Source: an optimization exercise on an open RTL-to-GDS flow (aim: small area and a short achievable clock period). Production flows keep margins and buffers that such runs may drop. In this exercise RTL edits were held to simulation tests only and were not proved equivalent to the original. No activity file was given, so power comes from the tool's default toggle rates.

## flow/design.v (module list and top-level ports; edited modules follow where they fit)
// module csa_fa: 10 lines
// module csa_ha: 9 lines
// module csa_fx: 12 lines
// module csa_x2: 7 lines
// module csa_hn: 9 lines
// module csa_xn: 7 lines
// module filter_tap_loader: 39 lines
// module horizontal_filter: 610 lines
// module row_result_store: 38 lines
// module vertical_filter: 390 lines
// module conv_top: 60 lines
module conv_top (
	input  logic    clk,
	input  logic    rst_n,
	input  logic    filter_valid,
	input  logic    image_valid,
	input  conv_pkg::sample_t in_data,
	output logic    out_valid,
	output conv_pkg::result_t out_data
);
  // ...
==> flow/run.sh <==
#!/bin/bash
# synth_recipe.tcl (not shown) runs the flow's synth.tcl, then flattens the netlist and writes it again
# the make line also repeats each setting of config.mk as NAME=value (left out here)
make -C /OpenROAD-flow-scripts/flow DESIGN_CONFIG=/design/flow/config.mk WORK_HOME=/design/flow/orfs CLKGATE_MAP_FILE= SYNTH_SCRIPT=/design/flow/synth_recipe.tcl finish
==> flow/config.mk <==
export PLATFORM = sky130hd
export DESIGN_NAME = conv_top
export DESIGN_NICKNAME = conv_top
export VERILOG_FILES = /design/flow/design.v
export SDC_FILE = /design/flow/constraint.sdc
export NUM_CORES = 4
export LEC_CHECK = 0
export ABC_CLOCK_PERIOD_IN_PS = 2050
export CAP_MARGIN = 20
export CORE_MARGIN = 2
export CORE_UTILIZATION = 40
export CTS_BUF_LIST = sky130_fd_sc_hd__clkbuf_16
export CTS_CLUSTER_DIAMETER = 150
export CTS_CLUSTER_SIZE = 25
export SETUP_SLACK_MARGIN = 2.45
export SLEW_MARGIN = 20
export SYNTH_HIERARCHICAL = 1
==> flow/constraint.sdc <==
create_clock -name core_clock -period 4.5 [get_ports {clk}]
set_input_delay 0.9000 -clock core_clock [delete_from_list [all_inputs] [get_ports {clk}]]
set_output_delay 0.9000 -clock core_clock [all_outputs]
set_load 0.01 [all_outputs]
==> flow_summary.yaml, run 1 <==
outcome:
  status: "no timing/DRC/antenna violations"
setup_path:
  critPathCapture: "u_vertical_filter.ct_s0[6]$_DFF_P_"
  ff2ff_path_depth: 4
  end_kind: "flop"
global_routing:
  grt_pass1_wl_um: 49400
  antenna_found_initial: 0
  grt-busiest-layer: "met2"
  grt_pass1_vias: 8847
  grt_use_total_pct: 14.3
  use_met3_pct: 1.86
place:
  hpwl_um: 21000
  place.gp.congestion: 0.818
final_layout:
  n_all_buffers: 40
  register_area_um2: 9880
  reg.largest.list: "u_row_result_store.dl: 128 flops, u_horizontal_filter.rt_s0: 48 flops, u_vertical_filter.ct_s0: 38 flops"
  seq-cell-share_pct: 54.0
  multiInputGateArea_um2: 6690
  final_area_um2: 18300
power:
  total_power_w: 0.0140
  pwr-share-seq_pct: 42.1
  p_seq_w: 0.00590
  p_clk_w: 0.00202
  p_leak_nw: 6.70
min_path:
  hold_start: "u_vertical_filter.ct_s0[0]$_DFF_P_"
route:
  dr.pass1.iters: 5
  dr_wl_met3_um: 983
  vias_per_cell: 4.97
  routed_wl_um: 30400
  drcViolationCount: 0
clock_tree:
  path_clk_slew_ns: 0.10
  cts_setup_buffers: 4
  htreeDepth: 1
timing:
  fin_crit_ns: 2.02
  fmax_ghz: 0.496
  rsz0062_at_grt: "false"
  hold_violations: 0
floorplan:
  dieHeight_um: 210
  coreArea_um2: 41900
==> inputs of run 2 (changes only) <==
--- a/flow/config.mk
+++ b/flow/config.mk
@@ -12,6 +12,6 @@
 export CTS_BUF_LIST = sky130_fd_sc_hd__clkbuf_16
 export CTS_CLUSTER_DIAMETER = 150
 export CTS_CLUSTER_SIZE = 25
-export SETUP_SLACK_MARGIN = 2.45
+export SETUP_SLACK_MARGIN = 2.65
 export SLEW_MARGIN = 20
 export SYNTH_HIERARCHICAL = 1
==> flow_summary.yaml, run 2 <==
final_layout:
  fin_util_pct: 45.6
  largest_register_ffs: 128
  drive_above_1_share_pct: 21.8
  syn2layout_area_growth_pct: 12.9
  multiInputGateArea_um2: 7060
  regMostFlops: "u_row_result_store.dl"
  antenna_cells: 0
  final_nets: 1351
  reg.largest.list: "u_row_result_store.dl: 128 flops, u_horizontal_filter.rt_s0: 48 flops, u_vertical_filter.ct_s0: 38 flops"
  register_area_um2: 9890
  final_common_cell: "dfxtp_1"
  final_cell_mix: "190 x dfxtp_1, 178 x edfxtp_1, 134 x xnor2_1"
  fillers: 3721
power:
  p_sw_w: 0.00531
  powerDensity_nw_per_um2: 771
  swShare_pct: 36.1
  total_power_w: 0.0147
  pwr-share-seq_pct: 40.3
  pwr-share-comb_pct: 46.1
  p_leak_nw: 7.01
  intPower_w: 0.00940
  pwr-share-clk_pct: 13.6
  peakVddDrop_mv: 0.414
global_routing:
  grt_start_max_net_pins: 89
  grt_pass1_wl_um: 50100
  antenna_found_initial: 0
  grt_overflow_total: 0
  grt_pass1_vias: 9120
  grt_use_total_pct: 14.4
clock_tree:
  cts.sinks: 401
  numCtsBuffers: 20
  insertion_delay_ns: 0.57
  clockRootBuffer: "clkbuf_16"
  clockBufferDepth: 3
  path_clk_slew_ns: 0.09
  htreeDepth: 1
  cts_tree: "yes"
place:
  portBuffers: 24
  hpwl_um: 20800
  place.gp.congestion: 0.824
floorplan:
  start_util_pct: 40.4
  num_rows: 75
  dieHeight_um: 210
  io_pins: 25
  fp.dieW_um: 210
  dieArea_um2: 43900
  coreArea_um2: 41900
timing:
  fmax_ghz: 0.514
  hold_ws_ns: 0.338
  fin_setup_tns_ns: 0
  setup_viol: 0
  fin_crit_ns: 1.95
  report.final.slew_viol_count: 0
  slew_headroom_pct: 48.6
  skew_ns: 0.0298
  rsz0062_at_grt: "true"
  worst_pin_slew_ns: 0.771
  fin_crit_sh_pct: 43.3
  hold_violations: 0
setup_path:
  critPathSlowestCell: "dfrtp_1"
  start_kind: "flop"
  crit-reg2reg-capture: "u_horizontal_filter.rt_s2[6]$_DFF_P_"
  crit_path_cell_trace: "buf_6"
  critPathArrivalTime_ns: 1.05
  worstReg2RegStart: "u_filter_tap_loader.sr[1]$_DFFE_PP_"
  required_ns: 3.60
  path_depth: 1
  cp_max_fo: 1
  max_stage_delay_ns: 0.38
  end_kind: "primary output"
  path_delay_family: "flip-flops"
  critPathKind: "flop to primary output"
  startpoint: "res_pipe[4]$_DFF_PN0_"
  critPathCapture: "out_valid"
  cp.buffers_inverters: 1
  rrSetupSlack_ns: 2.56
  ff2ff_path_depth: 5
route:
  wire_per_inst_um: 17.8
  dr.pass1.iters: 4
  drcViolationCount: 0
  drtIter0Drc: 477
  maxUsedRoutingLayer: "met4"
  dr_wl_met3_um: 880
  wl_met2_um: 15800
  vias_per_cell: 4.90
  m1WireLength_um: 13500
  ant_nets: 0
  num_vias: 8487
  routed_wl_um: 30700
synth:
  yosys_warnings: 12
  synth.avg_cell_area_um2: 14.9
  syn-num-nets: 1304
  synthesis.area_um2: 16900
  syn_inst: 1132
min_path:
  hold_start: "u_vertical_filter.ct_s0[2]$_DFF_P_"
  hp-class: "flop to flop"
flow_run:
  cap_viol_max_count: 0
outcome:
  status: "no timing/DRC/antenna violations"
-- run 2: metrics by stage --
stage	cell area (um2)	instances	setup slack, ns
global placement	17600	1636	1.62
detailed placement	17600	1636	1.57
floorplan	17000	1132	2.32
global route	19100	1731	2.50
CTS	18600	1709	2.51
finish	19100	1731	2.55
-- run 2: worst min-delay path by stage --
stage,depth (start not counted),end,slack (ns)
after floorplan,0,u_horizontal_filter.rt_s2[27]$_DFF_P_,0.31
after detailed placement,0,u_horizontal_filter.rt_s2[27]$_DFF_P_,0.32
final,0,u_vertical_filter.ct_s1[2]$_DFF_P_,0.34
after global placement,0,u_vertical_filter.ct_s1[2]$_DFF_P_,0.32
after CTS,0,u_vertical_filter.ct_s1[2]$_DFF_P_,0.34
after global routing,0,u_vertical_filter.ct_s1[3]$_DFF_P_,0.35
-- run 2: final cells by class --
cell class / instances / share of cell area (%)
sequential: 401 / 51.9
multi-input combinational: 649 / 37.0
timing repair buffer: 88 / 3.83
tap: 539 / 3.54
clock buffer: 20 / 2.62
clock inverter: 15 / 0.571
inverter: 19 / 0.551
-- run 2: repair_timing --
item	4_1_cts	5_1_grt
resized for setup	141	68
setup buffers	38	22
pin swaps	24	54
gates cloned	0	0
endpoints found under the setup margin	115	70
hold buffers	0	0
-- run 2: power groups by stage --
stage          Combinational (W)  Clock [W]  Sequential (W)
2_1_floorplan            0.00486          0         0.00562
3_5_place_dp             0.00618          0         0.00599
5_1_grt                  0.00771    0.00222         0.00607
6_report                 0.00678    0.00199         0.00593
3_3_place_gp             0.00610          0         0.00597
4_1_cts                  0.00646    0.00208         0.00593
-- run 2: routing by layer --
layer	track usage [%]	vias to the layer above
met3	1.95	40
met4	2.89	0
met1	19.1	4389
li1	-	3939
met2	25.6	119
met5	0	-
==> inputs of run 3 (changes only) <==
--- a/flow/config.mk
+++ b/flow/config.mk
@@ -12,6 +12,6 @@
 export CTS_BUF_LIST = sky130_fd_sc_hd__clkbuf_16
 export CTS_CLUSTER_DIAMETER = 150
 export CTS_CLUSTER_SIZE = 25
-export SETUP_SLACK_MARGIN = 2.65
+export SETUP_SLACK_MARGIN = 2.75
 export SLEW_MARGIN = 20
 export SYNTH_HIERARCHICAL = 1
==> flow_summary.yaml, run 3 <==
outcome:
  status: "no timing/DRC/antenna violations"
setup_path:
  required_ns: 5.01
  cp_max_fo: 1
  critPathArrivalTime_ns: 2.47
  end_kind: "flop"
  start_kind: "flop"
  critPathKind: "flop to flop"
  rrSetupSlack_ns: 2.53
synth:
  synth.avg_cell_area_um2: 14.9
  synthesis.area_um2: 16900
  yosys_warnings: 12
  syn-num-nets: 1304
  syn_inst: 1132
place:
  portBuffers: 24
  hpwl_um: 21100
  place_inst: 1636
  place_ws_ns: 1.64
  place.gp.congestion: 0.843
min_path:
  hp-class: "flop to flop"
global_routing:
  use_met2_pct: 25.5
  grt_use_total_pct: 14.8
  antenna_found_initial: 0
  grt_pass1_vias: 9341
  use_met3_pct: 1.84
  use_met1_pct: 19.8
  grt_pass1_wl_um: 51100
  grt_overflow_total: 0
  grt-busiest-layer: "met2"
  grt_start_max_net_pins: 80
timing:
  skew_ns: 0.0311
  fin_crit_ns: 1.97
  rsz0062_at_grt: "true"
  hold_violations: 0
  report.final.slew_viol_count: 0
  fin_setup_tns_ns: 0
  slew_headroom_pct: 54.3
  fin_crit_sh_pct: 43.7
  worst_pin_slew_ns: 0.686
  worst_slack_ns: 2.53
  fmax_ghz: 0.509
  setup_viol: 0
floorplan:
  io_pins: 25
  fp.dieW_um: 210
  start_util_pct: 40.4
  num_rows: 75
  dieHeight_um: 210
  coreArea_um2: 41900
  dieArea_um2: 43900
power:
  p_leak_nw: 7.22
  powerDensity_nw_per_um2: 774
  peakVddDrop_mv: 0.413
final_layout:
  final_cells: 1761
  largest_register_ffs: 128
  final_nets: 1381
  syn2layout_area_growth_pct: 16.6
  final_common_cell: "edfxtp_1"
  drive_above_1_share_pct: 29.5
  regMostFlops: "u_row_result_store.dl"
  final_cell_mix: "178 x edfxtp_1, 175 x dfxtp_1, 128 x xnor2_1"
  antenna_cells: 0
  reg.largest.list: "u_row_result_store.dl: 128 flops, u_horizontal_filter.rt_s0: 48 flops, u_vertical_filter.ct_s0: 38 flops"
clock_tree:
  path_clk_slew_ns: 0.10
  numCtsBuffers: 20
  clockBufferDepth: 3
  htreeDepth: 1
  cts_tree: "yes"
  insertion_delay_ns: 0.56
  cts.sinks: 401
  cts_hold_buffers: 0
  clockRootBuffer: "clkbuf_16"
route:
  drcViolationCount: 0
  ant_nets: 0
  dr.pass1.iters: 5
  vias_per_cell: 4.94
  wire_per_inst_um: 18.2
  num_vias: 8698
  drtIter0Drc: 524
  routed_wl_um: 32000
flow_run:
  cap_viol_max_count: 0
## run 3: cell types whose count changed in the layout (fill, tap and decap cells not counted), moves of 8 or more
cell | before | now
buf_6 | 9 | 20
dfxtp_2 | 22 | 33
dfxtp_1 | 190 | 175
buf_4 | 55 | 68
fa_1 | 95 | 71
fa_2 | 40 | 64
nand2_1 | 61 | 53
## run 3: area by class of cell
type | instances | area (um2)
fill | 3632 | 22200
sequential | 401 | 9920
multi-input combinational | 649 | 7340
timing repair buffer | 118 | 1050
tap | 539 | 674
clock buffer | 20 | 500
clock inverter | 15 | 109
inverter | 19 | 109
## run 3: through the flow
stage          hold WS [ns]  instance area, um2  power [W]  utilization [%]
5_1_grt               0.350               19700     0.0165             47.1
6_report              0.338               19700     0.0152             47.1
2_1_floorplan         0.310               17100     0.0105                -
3_3_place_gp          0.315               17600     0.0122             42.1
4_1_cts               0.339               19100     0.0149             45.6
3_5_place_dp          0.315               17600     0.0123             42.1
## run 3: routing by layer
layer	part of all wire (%)	routed length, um
met5	0	0
met4	2.5	813
met3	2.5	786
met2	50	16100
met1	45	14300
## run 3: worst paths after layout
check,startpoint,end,depth (start not counted)
worst min-delay path,u_vertical_filter.ct_s0[0]$_DFF_P_,u_vertical_filter.ct_s1[0]$_DFF_P_,0
worst max-delay path,u_vertical_filter.ct_s0[20]$_DFF_P_,u_vertical_filter.ct_s1[7]$_DFF_P_,3
worst min register to register,u_vertical_filter.ct_s0[0]$_DFF_P_,u_vertical_filter.ct_s1[0]$_DFF_P_,0
min in group asynchronous,rst_n,u_row_result_store.pix_pos[1]$_DFFE_PN0P_,1
max in group asynchronous,rst_n,res_pipe[4]$_DFF_PN0_,1
worst max register to register,u_vertical_filter.ct_s0[20]$_DFF_P_,u_vertical_filter.ct_s1[7]$_DFF_P_,3
## run 3: repair_timing
action	4_1_cts	5_1_grt
endpoints found under the setup margin	177	109
pin swaps	71	66
setup buffers	66	24
gates resized for setup	208	82
## run 3: power breakdown
part           internal (W)  switching (W)
logic               0.00379        0.00350
clock network      0.000841        0.00115
registers           0.00507       0.000889
## run 3: worst max-delay path, cell delays in order (launching register included)
cell and delay (ns):
dfxtp_2 0.34, fa_1 0.60, fa_1 0.45, fa_2 0.53
==> inputs of run 4 (changes only) <==
--- a/flow/config.mk
+++ b/flow/config.mk
@@ -12,6 +12,6 @@
 export CTS_BUF_LIST = sky130_fd_sc_hd__clkbuf_16
 export CTS_CLUSTER_DIAMETER = 150
 export CTS_CLUSTER_SIZE = 25
-export SETUP_SLACK_MARGIN = 2.75
+export SETUP_SLACK_MARGIN = 2.5
 export SLEW_MARGIN = 20
 export SYNTH_HIERARCHICAL = 1
==> flow_summary.yaml, run 4 <==
outcome:
  status: "no timing/DRC/antenna violations"
power:
  powerDensity_nw_per_um2: 768
  p_leak_nw: 6.74
  peakVddDrop_mv: 0.460
clock_tree:
  htreeDepth: 1
  cts_tree: "yes"
  numCtsBuffers: 20
  path_clk_slew_ns: 0.10
  insertion_delay_ns: 0.57
  clockBufferDepth: 3
  cts_hold_buffers: 0
  clockRootBuffer: "clkbuf_16"
  cts.sinks: 401
setup_path:
  cp_max_fo: 6
  worstReg2RegStart: "u_filter_tap_loader.sr[7]$_DFFE_PP_"
  start_kind: "input port"
  required_ns: 4.97
  startpoint: "in_data[1]"
  critPathCapture: "u_vertical_filter.ct_s0[13]$_DFF_P_"
  critPathKind: "input port to flop"
  ff2ff_path_depth: 5
  end_kind: "flop"
  rrSetupSlack_ns: 2.55
  crit-reg2reg-capture: "u_horizontal_filter.rt_s1[6]$_DFF_P_"
  critPathArrivalTime_ns: 2.43
global_routing:
  grt_use_total_pct: 14.3
  grt_overflow_total: 0
  antenna_found_initial: 0
  grt_start_max_net_pins: 74
  grt_pass1_wl_um: 49200
  grt_pass1_vias: 8845
final_layout:
  final_cell_mix: "201 x dfxtp_1, 178 x edfxtp_1, 140 x xnor2_1"
  final_nets: 1315
  final_area_um2: 18300
  antenna_cells: 0
  syn2layout_area_growth_pct: 8.54
  reg.largest.list: "u_row_result_store.dl: 128 flops, u_horizontal_filter.rt_s0: 48 flops, u_vertical_filter.ct_s0: 38 flops"
  final_common_cell: "dfxtp_1"
  largest_register_ffs: 128
  drive_above_1_share_pct: 11.4
  fin_util_pct: 43.8
  regMostFlops: "u_row_result_store.dl"
min_path:
  hp-class: "flop to flop"
  hold_start: "u_vertical_filter.ct_s0[0]$_DFF_P_"
  min_path_cells: 0
timing:
  hold_ws_ns: 0.338
  hold_violations: 0
  slew_headroom_pct: 42.5
  worst_pin_slew_ns: 0.862
  fmax_ghz: 0.510
  skew_ns: 0.0261
  fin_crit_sh_pct: 43.5
  fin_setup_tns_ns: 0
  setup_viol: 0
  fin_crit_ns: 1.96
  rsz0062_at_grt: "true"
  report.final.slew_viol_count: 0
place:
  place_area_um2: 17500
  hpwl_um: 20900
  place.gp.congestion: 0.821
  portBuffers: 24
route:
  vias_per_cell: 4.98
  wire_per_inst_um: 18.0
  num_vias: 8430
  drtIter0Drc: 607
  drcViolationCount: 0
  dr.pass1.iters: 5
  routed_wl_um: 30500
  ant_nets: 0
floorplan:
  coreArea_um2: 41900
  num_rows: 75
  fp.dieW_um: 210
  start_util_pct: 40.4
  io_pins: 25
  dieHeight_um: 210
  dieArea_um2: 43900
synth:
  yosys_warnings: 12
  synthesis.area_um2: 16900
  synth.avg_cell_area_um2: 14.9
  syn-num-nets: 1304
  syn_inst: 1132
flow_run:
  cap_viol_max_count: 0
-- run 4: cell count changes in the layout (fill, tap and decap cells not counted), sizes merged --
cell,previous run,this run
clkbuf,20,22
clkinvlp,10,7
clkdlybuf4s15,1,0
buf,115,46
inv,22,23
clkdlybuf4s18,1,0
dlygate4sd2,0,3
-- run 4: critical path: stages --
cell and delay (ns):
dlygate4sd2_1 0.39, nand2_2 0.10, fa_2 0.46, fa_2 0.38
a22o_1 0.20
-- run 4: how the worst min path moves through the flow --
stage,end
after global placement,u_vertical_filter.ct_s1[0]$_DFF_P_
after detailed placement,u_horizontal_filter.rt_s2[27]$_DFF_P_
after CTS,u_vertical_filter.ct_s1[0]$_DFF_P_
after floorplan,u_horizontal_filter.rt_s2[27]$_DFF_P_
final,u_vertical_filter.ct_s1[0]$_DFF_P_
after global routing,u_vertical_filter.ct_s1[0]$_DFF_P_
-- run 4: what timing repair did --
action / 4_1_cts / 5_1_grt
buffers inserted: 10 / 14
resized for setup: 80 / 24
setup endpoints to repair: 53 / 28
pin swaps: 0 / 3
gates cloned: 0 / 0
-- run 4: area by class of cell --
type / instances / area [um2]
clock buffers: 20 / 500
repair buffers: 52 / 363
inverters: 19 / 97.6
well taps: 539 / 674
clock inverters: 13 / 101
multi-input cells: 649 / 6730
flip-flops and latches: 401 / 9880
fillers: 3712 / 23500
-- run 4: layer usage --
| layer | vias up | track usage, % | share of wire [%] |
|---|---|---|---|
| li1 | 3868 | - | - |
| met4 | 0 | 3.25 | 2.2 |
| met5 | - | 0 | 0 |
| met2 | 143 | 25.0 | 50 |
| met1 | 4372 | 18.8 | 45 |
| met3 | 47 | 2.15 | 3.4 |
-- run 4: metrics by stage --
stage	worst slack, ns	total power [W]	instances
floorplan	2.32	0.0105	1132
global placement	1.63	0.0120	1636
detailed placement	1.63	0.0121	1636
CTS	2.35	0.0141	1679
global route	2.48	0.0153	1693
finish	2.54	0.0141	1693
-- run 4: power breakdown --
group / internal (W) / switching (W)
clock network: 0.000838 / 0.00115
logic: 0.00312 / 0.00306
registers: 0.00504 / 0.000873
==> inputs of run 5 (changes only) <==
--- a/flow/config.mk
+++ b/flow/config.mk
@@ -12,6 +12,6 @@
 export CTS_BUF_LIST = sky130_fd_sc_hd__clkbuf_16
 export CTS_CLUSTER_DIAMETER = 150
 export CTS_CLUSTER_SIZE = 25
-export SETUP_SLACK_MARGIN = 2.5
+export SETUP_SLACK_MARGIN = 2.6
 export SLEW_MARGIN = 20
 export SYNTH_HIERARCHICAL = 1
==> flow_summary.yaml, run 5 <==
outcome:
  status: "no timing/DRC/antenna violations"
setup_path:
  crit-reg2reg-capture: "u_horizontal_filter.rt_s2[6]$_DFF_P_"
  start_kind: "flop"
  critPathKind: "flop to primary output"
  critPathSlowestCell: "dfrtp_1"
  end_kind: "primary output"
  path_delay_family: "flip-flops"
  max_stage_delay_ns: 0.38
  critPathArrivalTime_ns: 1.07
  cp_max_fo: 1
  crit_path_cell_trace: "buf_2"
  cp.buffers_inverters: 1
  worstReg2RegStart: "u_filter_tap_loader.sr[1]$_DFFE_PP_"
  rrSetupSlack_ns: 2.59
  ff2ff_path_depth: 5
  required_ns: 3.60
power:
  p_leak_nw: 6.92
  peakVddDrop_mv: 0.339
  powerDensity_nw_per_um2: 773
clock_tree:
  clockBufferDepth: 3
  clockRootBuffer: "clkbuf_16"
  numCtsBuffers: 20
  insertion_delay_ns: 0.56
  cts.sinks: 401
  cts_tree: "yes"
  htreeDepth: 1
  path_clk_slew_ns: 0.10
final_layout:
  syn2layout_area_growth_pct: 11.5
  final_common_cell: "dfxtp_1"
  largest_register_ffs: 128
  regMostFlops: "u_row_result_store.dl"
  antenna_cells: 0
  final_cell_mix: "195 x dfxtp_1, 178 x edfxtp_1, 138 x xnor2_1"
  drive_above_1_share_pct: 18.0
  final_area_um2: 18800
  reg.largest.list: "u_row_result_store.dl: 128 flops, u_horizontal_filter.rt_s0: 48 flops, u_vertical_filter.ct_s0: 38 flops"
  final_nets: 1342
  final_cells: 1720
route:
  wire_per_inst_um: 18.0
  drcViolationCount: 0
  ant_nets: 0
  routed_wl_um: 30900
  vias_per_cell: 4.90
  drtIter0Drc: 548
  num_vias: 8429
  dr.pass1.iters: 4
min_path:
  hold_start: "u_vertical_filter.ct_s0[0]$_DFF_P_"
  whs_endpoint: "u_vertical_filter.ct_s1[0]$_DFF_P_"
  hp-class: "flop to flop"
  min_path_cells: 0
timing:
  worst_slack_ns: 2.53
  skew_ns: 0.0355
  fmax_ghz: 0.508
  report.final.slew_viol_count: 0
  rsz0062_at_grt: "true"
  hold_violations: 0
  worst_pin_slew_ns: 0.846
  hold_ws_ns: 0.342
  slew_headroom_pct: 43.6
  fin_crit_sh_pct: 43.7
  fin_crit_ns: 1.97
  setup_viol: 0
  fin_setup_tns_ns: 0
floorplan:
  dieHeight_um: 210
  io_pins: 25
  dieArea_um2: 43900
  coreArea_um2: 41900
  fp.dieW_um: 210
  num_rows: 75
  start_util_pct: 40.4
synth:
  syn_inst: 1132
  syn-num-nets: 1304
  yosys_warnings: 12
  synthesis.area_um2: 16900
  synth.avg_cell_area_um2: 14.9
place:
  hpwl_um: 21000
  place_ws_ns: 1.63
  portBuffers: 24
  place_area_um2: 17600
  place_inst: 1635
  place.gp.congestion: 0.800
global_routing:
  grt_start_max_net_pins: 70
  grt_overflow_total: 0
  grt_pass1_vias: 8946
  grt_pass1_wl_um: 49600
  grt_use_total_pct: 14.3
  antenna_found_initial: 0
flow_run:
  cap_viol_max_count: 0
## run 5: changes by cell type in the layout (fill, tap and decap cells not counted), moves of 4 or more
cell     delta
xor2_1      -7
buf_12      +5
and2_1      -4
buf_4      +21
and2_4      +4
dfxtp_1     -6
xor2_2      +7
fa_2       +17
fa_1       -17
dfxtp_2     +6
## run 5: final cells by class
cell class,instances,area [um2]
clock inverter,13,115
fill,3690,23000
timing repair buffer,79,662
multi-input combinational,649,6900
sequential,401,9890
clock buffer,20,500
inverter,19,101
tap,539,674
## run 5: metal layers
metal  routed length [um]  global-route usage (%)
met2                15700                    25.5
met3                  892                    1.74
met4                  519                    2.62
met1                13800                    19.0
met5                    0                       0
## run 5: where the power goes
| group | internal [W] | switching, W |
|---|---|---|
| Sequential | 0.00504 | 0.000866 |
| Combinational | 0.00341 | 0.00323 |
| Clock | 0.000866 | 0.00115 |
| Total | 0.00932 | 0.00525 |
## run 5: how the worst max path moves through the flow
stage / start / endpoint / slack, ns / cells past startpoint
5_1_grt: res_pipe[4]$_DFF_PN0_ / out_valid / 2.47 / 1
4_1_cts: res_pipe[4]$_DFF_PN0_ / out_valid / 2.49 / 1
3_3_place_gp: in_data[0] / u_vertical_filter.ct_s0[6]$_DFF_P_ / 1.65 / 5
6_report: res_pipe[4]$_DFF_PN0_ / out_valid / 2.53 / 1
3_5_place_dp: in_data[0] / u_vertical_filter.ct_s0[6]$_DFF_P_ / 1.63 / 5
2_1_floorplan: in_data[3] / u_vertical_filter.ct_s0[14]$_DFF_P_ / 2.32 / 4
## run 5: repair_timing
| item | CTS | global route |
|---|---|---|
| resized for setup | 109 | 53 |
| hold buffers | 0 | 0 |
| endpoints found under the setup margin | 80 | 52 |
| pin swaps | 4 | 26 |
| cloned | 0 | 0 |
| setup buffers | 22 | 30 |
## run 5: worst register-to-register path: stages (launching register included)
cell and delay [ns]:
edfxtp_1 0.43, clkinvlp_4 0.20, fa_2 0.39, fa_2 0.40, xor2_2 0.19, a22o_1 0.21
## run 5: per-stage QoR
| stage | power, W | utilization [%] |
|---|---|---|
| floorplan | 0.0105 | - |
| global placement | 0.0121 | 42.0 |
| detailed placement | 0.0122 | 42.0 |
| CTS | 0.0143 | 43.9 |
| global route | 0.0158 | 45.0 |
| finish | 0.0146 | 45.0 |
==> inputs of run 6 (changes only) <==
--- a/flow/config.mk
+++ b/flow/config.mk
@@ -8,10 +8,10 @@
 export ABC_CLOCK_PERIOD_IN_PS = 2050
 export CAP_MARGIN = 20
 export CORE_MARGIN = 2
-export CORE_UTILIZATION = 40
+export CORE_UTILIZATION = 50
 export CTS_BUF_LIST = sky130_fd_sc_hd__clkbuf_16
 export CTS_CLUSTER_DIAMETER = 150
 export CTS_CLUSTER_SIZE = 25
-export SETUP_SLACK_MARGIN = 2.6
+export SETUP_SLACK_MARGIN = 2.55
 export SLEW_MARGIN = 20
 export SYNTH_HIERARCHICAL = 1
==> flow_summary.yaml, run 6 <==
setup_path:
  critPathKind: "flop to primary output"
  start_kind: "flop"
  cp.buffers_inverters: 1
  cp_max_fo: 1
  end_kind: "primary output"
  critPathSlowestCell: "dfrtp_1"
  max_stage_delay_ns: 0.37
  critPathArrivalTime_ns: 1.03
  required_ns: 3.60
  crit_path_cell_trace: "buf_2"
  path_delay_family: "flip-flops"
final_layout:
  syn2layout_area_growth_pct: 8.85
  antenna_cells: 0
  reg.largest.list: "u_row_result_store.dl: 128 flops, u_horizontal_filter.rt_s0: 48 flops, u_vertical_filter.ct_s0: 38 flops"
  final_nets: 1322
  final_cell_mix: "194 x dfxtp_1, 178 x edfxtp_1, 139 x xnor2_1"
  regMostFlops: "u_row_result_store.dl"
  largest_register_ffs: 128
  drive_above_1_share_pct: 14.5
  final_common_cell: "dfxtp_1"
clock_tree:
  cts_hold_buffers: 0
  numCtsBuffers: 20
  cts.sinks: 401
  cts_tree: "yes"
  clockBufferDepth: 3
  path_clk_slew_ns: 0.10
  clockRootBuffer: "clkbuf_16"
  insertion_delay_ns: 0.54
  htreeDepth: 1
synth:
  syn_inst: 1132
  synthesis.area_um2: 16900
  synth.avg_cell_area_um2: 14.9
  yosys_warnings: 12
  syn-num-nets: 1304
global_routing:
  grt_pass1_wl_um: 49700
  antenna_found_initial: 0
  grt_use_total_pct: 18.0
  grt_overflow_total: 0
  grt_pass1_vias: 8901
  grt_start_max_net_pins: 67
floorplan:
  dieHeight_um: 188
  num_rows: 67
  dieArea_um2: 35300
  io_pins: 25
  fp.dieW_um: 188
  start_util_pct: 50.5
  coreArea_um2: 33400
power:
  p_leak_nw: 6.80
  powerDensity_nw_per_um2: 776
  peakVddDrop_mv: 0.419
timing:
  fin_crit_ns: 1.93
  rsz0062_at_grt: "true"
  fin_crit_sh_pct: 42.9
  fin_setup_tns_ns: 0
  setup_viol: 0
  fmax_ghz: 0.518
  worst_pin_slew_ns: 0.883
  hold_violations: 0
  skew_ns: 0.0226
  report.final.slew_viol_count: 0
  worst_slack_ns: 2.57
  slew_headroom_pct: 41.1
route:
  routed_wl_um: 31000
  ant_nets: 0
  num_vias: 8386
  wire_per_inst_um: 19.2
  dr.pass1.iters: 5
  vias_per_cell: 5.21
  drtIter0Drc: 520
  drcViolationCount: 0
place:
  place.gp.congestion: 0.797
  place_ws_ns: 1.61
  hpwl_um: 21000
  portBuffers: 24
min_path:
  hp-class: "flop to flop"
outcome:
  status: "no timing/DRC/antenna violations"
flow_run:
  cap_viol_max_count: 0
[run 6: layout make-up]
cell class,count,area [um2]
Clock inverter,14,105
Sequential cell,401,9890
Multi-Input combinational cell,649,6790
Tap cell,448,561
Inverter,19,101
Fill cell,2761,15100
Clock buffer,20,500
Timing Repair Buffer,59,448
[run 6: metal layers]
metal,vias to the layer above,track usage (%),wire length (um)
li1,3896,-,-
met1,4316,23.8,13600
met4,0,3.91,557
met5,-,0,0
met2,136,32.4,16000
met3,38,1.93,795
[run 6: report_power, final]
group | total, W | switching (W) | internal, W | leakage, nW
clock network | 0.00201 | 0.00115 | 0.000863 | 0.336
logic | 0.00633 | 0.00314 | 0.00320 | 2.79
registers | 0.00592 | 0.000880 | 0.00504 | 3.67
[run 6: what timing repair did]
item / CTS / global route
resized for setup: 92 / 48
setup endpoints to repair: 64 / 37
buffers inserted: 11 / 21
pin swaps: 0 / 20
[run 6: path summary, 6_finish.rpt]
check / slack, ns / from / cells after the start / to
worst max register to register: 2.57 / u_filter_tap_loader.sr[7]$_DFFE_PP_ / 5 / u_horizontal_filter.rt_s1[6]$_DFF_P_
worst min register to register: 0.34 / u_horizontal_filter.rt_s1[33]$_DFF_P_ / 0 / u_horizontal_filter.rt_s2[27]$_DFF_P_
max in group asynchronous: 3.50 / rst_n / 1 / res_pipe[1]$_DFF_PN0_
min in group asynchronous: 0.68 / rst_n / 1 / u_row_result_store.pix_pos[4]$_DFFE_PN0P_
worst max-delay path: 2.57 / res_pipe[4]$_DFF_PN0_ / 1 / out_valid
worst min-delay path: 0.34 / u_horizontal_filter.rt_s1[33]$_DFF_P_ / 0 / u_horizontal_filter.rt_s2[27]$_DFF_P_
[run 6: metrics by stage]
stage / instances / util [%] / hold WS, ns / instance area, um2 / power [W]
after CTS: 1589 / 54.1 / 0.343 / 18100 / 0.0142
after floorplan: 1132 / - / 0.310 / 17000 / 0.0105
after global placement: 1544 / 52.1 / 0.314 / 17400 / 0.0121
after global routing: 1610 / 55.0 / 0.346 / 18400 / 0.0155
after detailed placement: 1544 / 52.1 / 0.314 / 17400 / 0.0122
final: 1610 / 55.0 / 0.338 / 18400 / 0.0143
==> inputs of run 7 (changes only) <==
--- a/flow/config.mk
+++ b/flow/config.mk
@@ -8,7 +8,7 @@
 export ABC_CLOCK_PERIOD_IN_PS = 2050
 export CAP_MARGIN = 20
 export CORE_MARGIN = 2
-export CORE_UTILIZATION = 50
+export CORE_UTILIZATION = 30
 export CTS_BUF_LIST = sky130_fd_sc_hd__clkbuf_16
 export CTS_CLUSTER_DIAMETER = 150
 export CTS_CLUSTER_SIZE = 25
==> flow_summary.yaml, run 7 <==
synth:
  syn_inst: 1132
  synth.avg_cell_area_um2: 14.9
  synthesis.area_um2: 16900
  syn-num-nets: 1304
  yosys_warnings: 12
route:
  drcViolationCount: 0
  dr.pass1.iters: 4
  num_vias: 8290
  ant_nets: 0
  dr_wl_met3_um: 1090
  m1WireLength_um: 14200
  routed_wl_um: 30100
  wl_met2_um: 14200
  wire_per_inst_um: 15.8
  vias_per_cell: 4.35
  drtIter0Drc: 455
  maxUsedRoutingLayer: "met4"
place:
  place.gp.congestion: 0.788
  place_inst: 1843
  hpwl_um: 20800
  portBuffers: 24
final_layout:
  regMostFlops: "u_row_result_store.dl"
  final_cell_mix: "196 x dfxtp_1, 178 x edfxtp_1, 140 x xnor2_1"
  reg.largest.list: "u_row_result_store.dl: 128 flops, u_horizontal_filter.rt_s0: 48 flops, u_vertical_filter.ct_s0: 38 flops"
  final_common_cell: "dfxtp_1"
  register_area_um2: 9880
  final_nets: 1317
  multiInputGateArea_um2: 6750
  syn2layout_area_growth_pct: 10.7
  drive_above_1_share_pct: 13.0
  antenna_cells: 0
  final_cells: 1905
  largest_register_ffs: 128
  fillers: 5347
floorplan:
  start_util_pct: 30.5
  dieHeight_um: 241
  num_rows: 86
  fp.dieW_um: 241
  io_pins: 25
  dieArea_um2: 58200
  coreArea_um2: 55400
power:
  p_leak_nw: 6.78
  pwr-share-clk_pct: 14.4
  swShare_pct: 35.7
  peakVddDrop_mv: 0.407
  intPower_w: 0.00903
  pwr-share-comb_pct: 43.6
  pwr-share-seq_pct: 42.0
  powerDensity_nw_per_um2: 751
  p_sw_w: 0.00501
global_routing:
  grt_pass1_wl_um: 48000
  antenna_found_initial: 0
  grt_start_max_net_pins: 77
  grt_overflow_total: 0
  grt_pass1_vias: 8776
  grt_use_total_pct: 10.4
clock_tree:
  path_clk_slew_ns: 0.09
  cts.sinks: 401
  htreeDepth: 1
  numCtsBuffers: 20
  insertion_delay_ns: 0.57
  clockRootBuffer: "clkbuf_16"
  cts_tree: "yes"
  clockBufferDepth: 3
  cts_hold_buffers: 0
outcome:
  status: "no timing/DRC/antenna violations"
setup_path:
  max_stage_delay_ns: 0.37
  required_ns: 3.60
  critPathKind: "flop to primary output"
  cp.buffers_inverters: 1
  ff2ff_path_depth: 4
  cp_max_fo: 1
  end_kind: "primary output"
  crit_path_cell_trace: "buf_2"
  rrSetupSlack_ns: 2.57
  critPathArrivalTime_ns: 1.07
  start_kind: "flop"
  path_delay_family: "flip-flops"
  crit-reg2reg-capture: "u_horizontal_filter.rt_s1[8]$_DFF_P_"
  critPathSlowestCell: "dfrtp_1"
  startpoint: "res_pipe[4]$_DFF_PN0_"
  worstReg2RegStart: "u_horizontal_filter.rt_s0[14]$_DFF_P_"
timing:
  setup_viol: 0
  rsz0062_at_grt: "true"
  fin_crit_sh_pct: 43.7
  fin_setup_tns_ns: 0
  skew_ns: 0.0375
  hold_violations: 0
  fmax_ghz: 0.508
  report.final.slew_viol_count: 0
  slew_headroom_pct: 43.5
  worst_pin_slew_ns: 0.848
  fin_crit_ns: 1.97
min_path:
  hp-class: "flop to flop"
  hold_start: "u_vertical_filter.ct_s0[0]$_DFF_P_"
  whs_endpoint: "u_vertical_filter.ct_s1[0]$_DFF_P_"
  min_path_cells: 0
flow_run:
  cap_viol_max_count: 0
[run 7: layout make-up]
class                      count  share of cell area (%)
tap                          748                    5.00
inverter                      19                   0.522
multi-input combinational    649                    36.1
clock buffer                  20                    2.68
timing repair buffer          54                    2.19
sequential                   401                    52.9
clock inverter                14                   0.636
[run 7: what timing repair did]
action,CTS,global route
pin swaps,0,10
setup endpoints to repair,57,39
buffers inserted,8,20
gates resized for setup,94,30
[run 7: how the worst max path moves through the flow]
| stage | depth (start not counted) | end | slack [ns] |
|---|---|---|---|
| 2_1_floorplan | 4 | u_vertical_filter.ct_s0[14]$_DFF_P_ | 2.32 |
| 3_3_place_gp | 5 | u_vertical_filter.ct_s0[6]$_DFF_P_ | 1.68 |
| 3_5_place_dp | 5 | u_vertical_filter.ct_s0[6]$_DFF_P_ | 1.64 |
| 4_1_cts | 1 | out_valid | 2.49 |
| 5_1_grt | 1 | out_valid | 2.49 |
| 6_report | 1 | out_valid | 2.53 |
[run 7: power by group through the flow]
| stage | clock [W] | combinational, W | sequential, W |
|---|---|---|---|
| 3_5_place_dp | 0 | 0.00602 | 0.00598 |
| 4_1_cts | 0.00211 | 0.00598 | 0.00590 |
| 3_3_place_gp | 0 | 0.00589 | 0.00596 |
| 5_1_grt | 0.00223 | 0.00697 | 0.00604 |
| 2_1_floorplan | 0 | 0.00484 | 0.00562 |
| 6_report | 0.00202 | 0.00613 | 0.00590 |
[run 7: metal layers]
layer  GRT usage, %  vias to the layer above
met5              0                        -
met4           2.94                        0
met3           1.44                       47
met2           17.3                      155
met1           14.3                     4204
li1               -                     3884
[run 7: per-stage QoR]
| step | worst slack (ns) | cell area (um2) | total power [W] | utilization (%) | hold WS (ns) |
|---|---|---|---|---|---|
| after detailed placement | 1.64 | 17800 | 0.0120 | 32.1 | 0.314 |
| after global routing | 2.49 | 18700 | 0.0152 | 33.7 | 0.349 |
| after floorplan | 2.32 | 17000 | 0.0105 | - | 0.310 |
| final | 2.53 | 18700 | 0.0140 | 33.7 | 0.335 |
| after CTS | 2.49 | 18400 | 0.0140 | 33.3 | 0.337 |
| after global placement | 1.68 | 17800 | 0.0118 | 32.1 | 0.319 |
[run 7: worst reg2reg max path, delay by kind of cell, from the launching register on]
family	cells	cell delay [ns]
adder cells (fa/ha/maj)	2	1.05
flip-flops	1	0.34
XOR/XNOR	2	0.44
==> inputs of run 8 (changes only) <==
--- a/flow/config.mk
+++ b/flow/config.mk
@@ -8,7 +8,7 @@
 export ABC_CLOCK_PERIOD_IN_PS = 2050
 export CAP_MARGIN = 20
 export CORE_MARGIN = 2
-export CORE_UTILIZATION = 30
+export CORE_UTILIZATION = 40
 export CTS_BUF_LIST = sky130_fd_sc_hd__clkbuf_16
 export CTS_CLUSTER_DIAMETER = 150
 export CTS_CLUSTER_SIZE = 25
==> flow_summary.yaml, run 8 <==
synth:
  syn_inst: 1132
  synthesis.area_um2: 16900
  synth.avg_cell_area_um2: 14.9
  syn-num-nets: 1304
  yosys_warnings: 12
timing:
  fmax_ghz: 0.510
  rsz0062_at_grt: "true"
  hold_ws_ns: 0.338
  report.final.slew_viol_count: 0
  setup_viol: 0
  skew_ns: 0.0288
  slew_headroom_pct: 43.0
  fin_crit_ns: 1.96
  fin_setup_tns_ns: 0
  fin_crit_sh_pct: 43.5
  hold_violations: 0
  worst_pin_slew_ns: 0.856
clock_tree:
  insertion_delay_ns: 0.56
  cts.sinks: 401
  clockBufferDepth: 3
  clockRootBuffer: "clkbuf_16"
  path_clk_slew_ns: 0.10
  numCtsBuffers: 20
  htreeDepth: 1
  cts_tree: "yes"
route:
  dr.pass1.iters: 5
  num_vias: 8479
  routed_wl_um: 30400
  drcViolationCount: 0
  vias_per_cell: 4.99
  wire_per_inst_um: 17.9
  drtIter0Drc: 487
  ant_nets: 0
final_layout:
  drive_above_1_share_pct: 14.0
  antenna_cells: 0
  multiInputGateArea_um2: 6790
  fillers: 3755
  reg.largest.list: "u_row_result_store.dl: 128 flops, u_horizontal_filter.rt_s0: 48 flops, u_vertical_filter.ct_s0: 38 flops"
  largest_register_ffs: 128
  register_area_um2: 9880
  syn2layout_area_growth_pct: 9.47
  regMostFlops: "u_row_result_store.dl"
  final_cell_mix: "197 x dfxtp_1, 178 x edfxtp_1, 140 x xnor2_1"
  final_common_cell: "dfxtp_1"
  final_nets: 1321
  final_area_um2: 18500
power:
  powerDensity_nw_per_um2: 768
  p_leak_nw: 6.79
  pwr-share-clk_pct: 14.2
  peakVddDrop_mv: 0.456
  intPower_w: 0.00907
  pwr-share-comb_pct: 44.2
  swShare_pct: 36.2
  pwr-share-seq_pct: 41.6
  p_sw_w: 0.00514
floorplan:
  dieArea_um2: 43900
  dieHeight_um: 210
  num_rows: 75
  coreArea_um2: 41900
  io_pins: 25
  fp.dieW_um: 210
  start_util_pct: 40.4
outcome:
  status: "no timing/DRC/antenna violations"
setup_path:
  end_kind: "primary output"
  critPathArrivalTime_ns: 1.06
  start_kind: "flop"
  required_ns: 3.60
  path_delay_family: "flip-flops"
  cp.buffers_inverters: 1
  max_stage_delay_ns: 0.37
  critPathSlowestCell: "dfrtp_1"
  cp_max_fo: 1
  crit_path_cell_trace: "clkbuf_2"
  critPathKind: "flop to primary output"
global_routing:
  grt_start_max_net_pins: 69
  antenna_found_initial: 0
  grt_pass1_vias: 9062
  grt_overflow_total: 0
  grt_pass1_wl_um: 50000
  grt_use_total_pct: 14.5
flow_run:
  cap_viol_max_count: 0
place:
  place_area_um2: 17500
  hpwl_um: 20800
  portBuffers: 24
  place.gp.congestion: 0.813
min_path:
  hp-class: "flop to flop"
-- run 8: area by class of cell --
| type | count | area share (%) |
|---|---|---|
| flip-flops and latches | 401 | 53.4 |
| multi-input cells | 649 | 36.7 |
| well taps | 539 | 3.65 |
| clock buffers | 20 | 2.71 |
| repair buffers | 58 | 2.39 |
| clock inverters | 13 | 0.622 |
| inverters | 19 | 0.528 |
-- run 8: per-layer routing --
layer	vias up	wire, um	global-route usage, %
li1	3885	-	-
met1	4421	13500	19.1
met2	122	15300	25.7
met3	51	938	1.98
met4	0	647	3.25
met5	-	0	0
-- run 8: metrics by stage --
stage               setup slack (ns)  util [%]  power, W  instances
finish                          2.54      44.2    0.0142       1699
global route                    2.48      44.2    0.0155       1699
CTS                             2.37      43.5    0.0142       1678
detailed placement              1.58      41.9    0.0122       1634
global placement                1.63      41.9    0.0120       1634
floorplan                       2.32         -    0.0105       1132
-- run 8: final timing paths --
kind | from | to | slack (ns) | cells past startpoint
worst max-delay path | res_pipe[4]$_DFF_PN0_ | out_valid | 2.54 | 1
worst min-delay path | u_vertical_filter.ct_s0[2]$_DFF_P_ | u_vertical_filter.ct_s1[2]$_DFF_P_ | 0.34 | 0
worst max register to register | u_vertical_filter.ct_s0[15]$_DFF_P_ | u_vertical_filter.ct_s1[7]$_DFF_P_ | 2.59 | 3
worst min register to register | u_vertical_filter.ct_s0[2]$_DFF_P_ | u_vertical_filter.ct_s1[2]$_DFF_P_ | 0.34 | 0
max in group asynchronous | rst_n | res_pipe[3]$_DFF_PN0_ | 3.52 | 1
min in group asynchronous | rst_n | u_row_result_store.pix_pos[1]$_DFFE_PN0P_ | 0.65 | 1
-- run 8: power by group through the flow --
stage	sequential, W	combinational (W)	clock [W]
floorplan	0.00562	0.00484	0
global placement	0.00598	0.00607	0
detailed placement	0.00599	0.00618	0
CTS	0.00592	0.00616	0.00210
global route	0.00606	0.00723	0.00223
finish	0.00591	0.00629	0.00201
-- run 8: what timing repair did --
item,in CTS,in global routing
hold buffers,0,0
buffers inserted,11,21
resized for setup,91,37
pin swaps,0,12
setup endpoints to repair,69,37

[re-timing with driven ports]
How much do the figures lean on ideal ports? The routed layouts below were timed once more, with nothing changed but the port constraints.
Step 1 sets driving cells, clkbuf_16 on the clock port and buf_2 on the other inputs (assumed; they add their load-dependent delay and slew).
Step 2, shift: input delay + t, output delay - t, t = (earliest + latest rising clock arrival at the registers) / 2. This alone moves slack from input paths to output paths.
Three values: ideal ports, drivers, drivers and shift; two values: the first two.
| run | shift t [ns] | setup slack, ns | clock arrival spread, ns |
|---|---|---|---|
| run 1 | 0.603 | 2.484 / 2.436 / 1.911 | 0.035 / 0.036 |
| run 2 | 0.598 | 2.553 / 2.503 / 2.089 | 0.034 / 0.034 |
| run 3 | 0.598 | 2.535 / 2.490 / 2.081 | 0.034 / 0.034 |
| run 4 | 0.601 | 2.541 / 2.506 / 1.965 | 0.031 / 0.031 |
| run 5 | 0.595 | 2.532 / 2.480 / 2.043 | 0.038 / 0.038 |
| run 6 | 0.577 | 2.568 / 2.517 / 2.060 | 0.028 / 0.027 |
| run 7 | 0.599 | 2.532 / 2.481 / 2.032 | 0.038 / 0.039 |
| run 8 | 0.599 | 2.541 / 2.492 / 1.998 | 0.031 / 0.032 |
After both steps setup and hold are still met in every run listed. For run 4, which loses most, drivers alone change the setup slack by -0.035 ns; drivers and shift together by -0.576 ns.
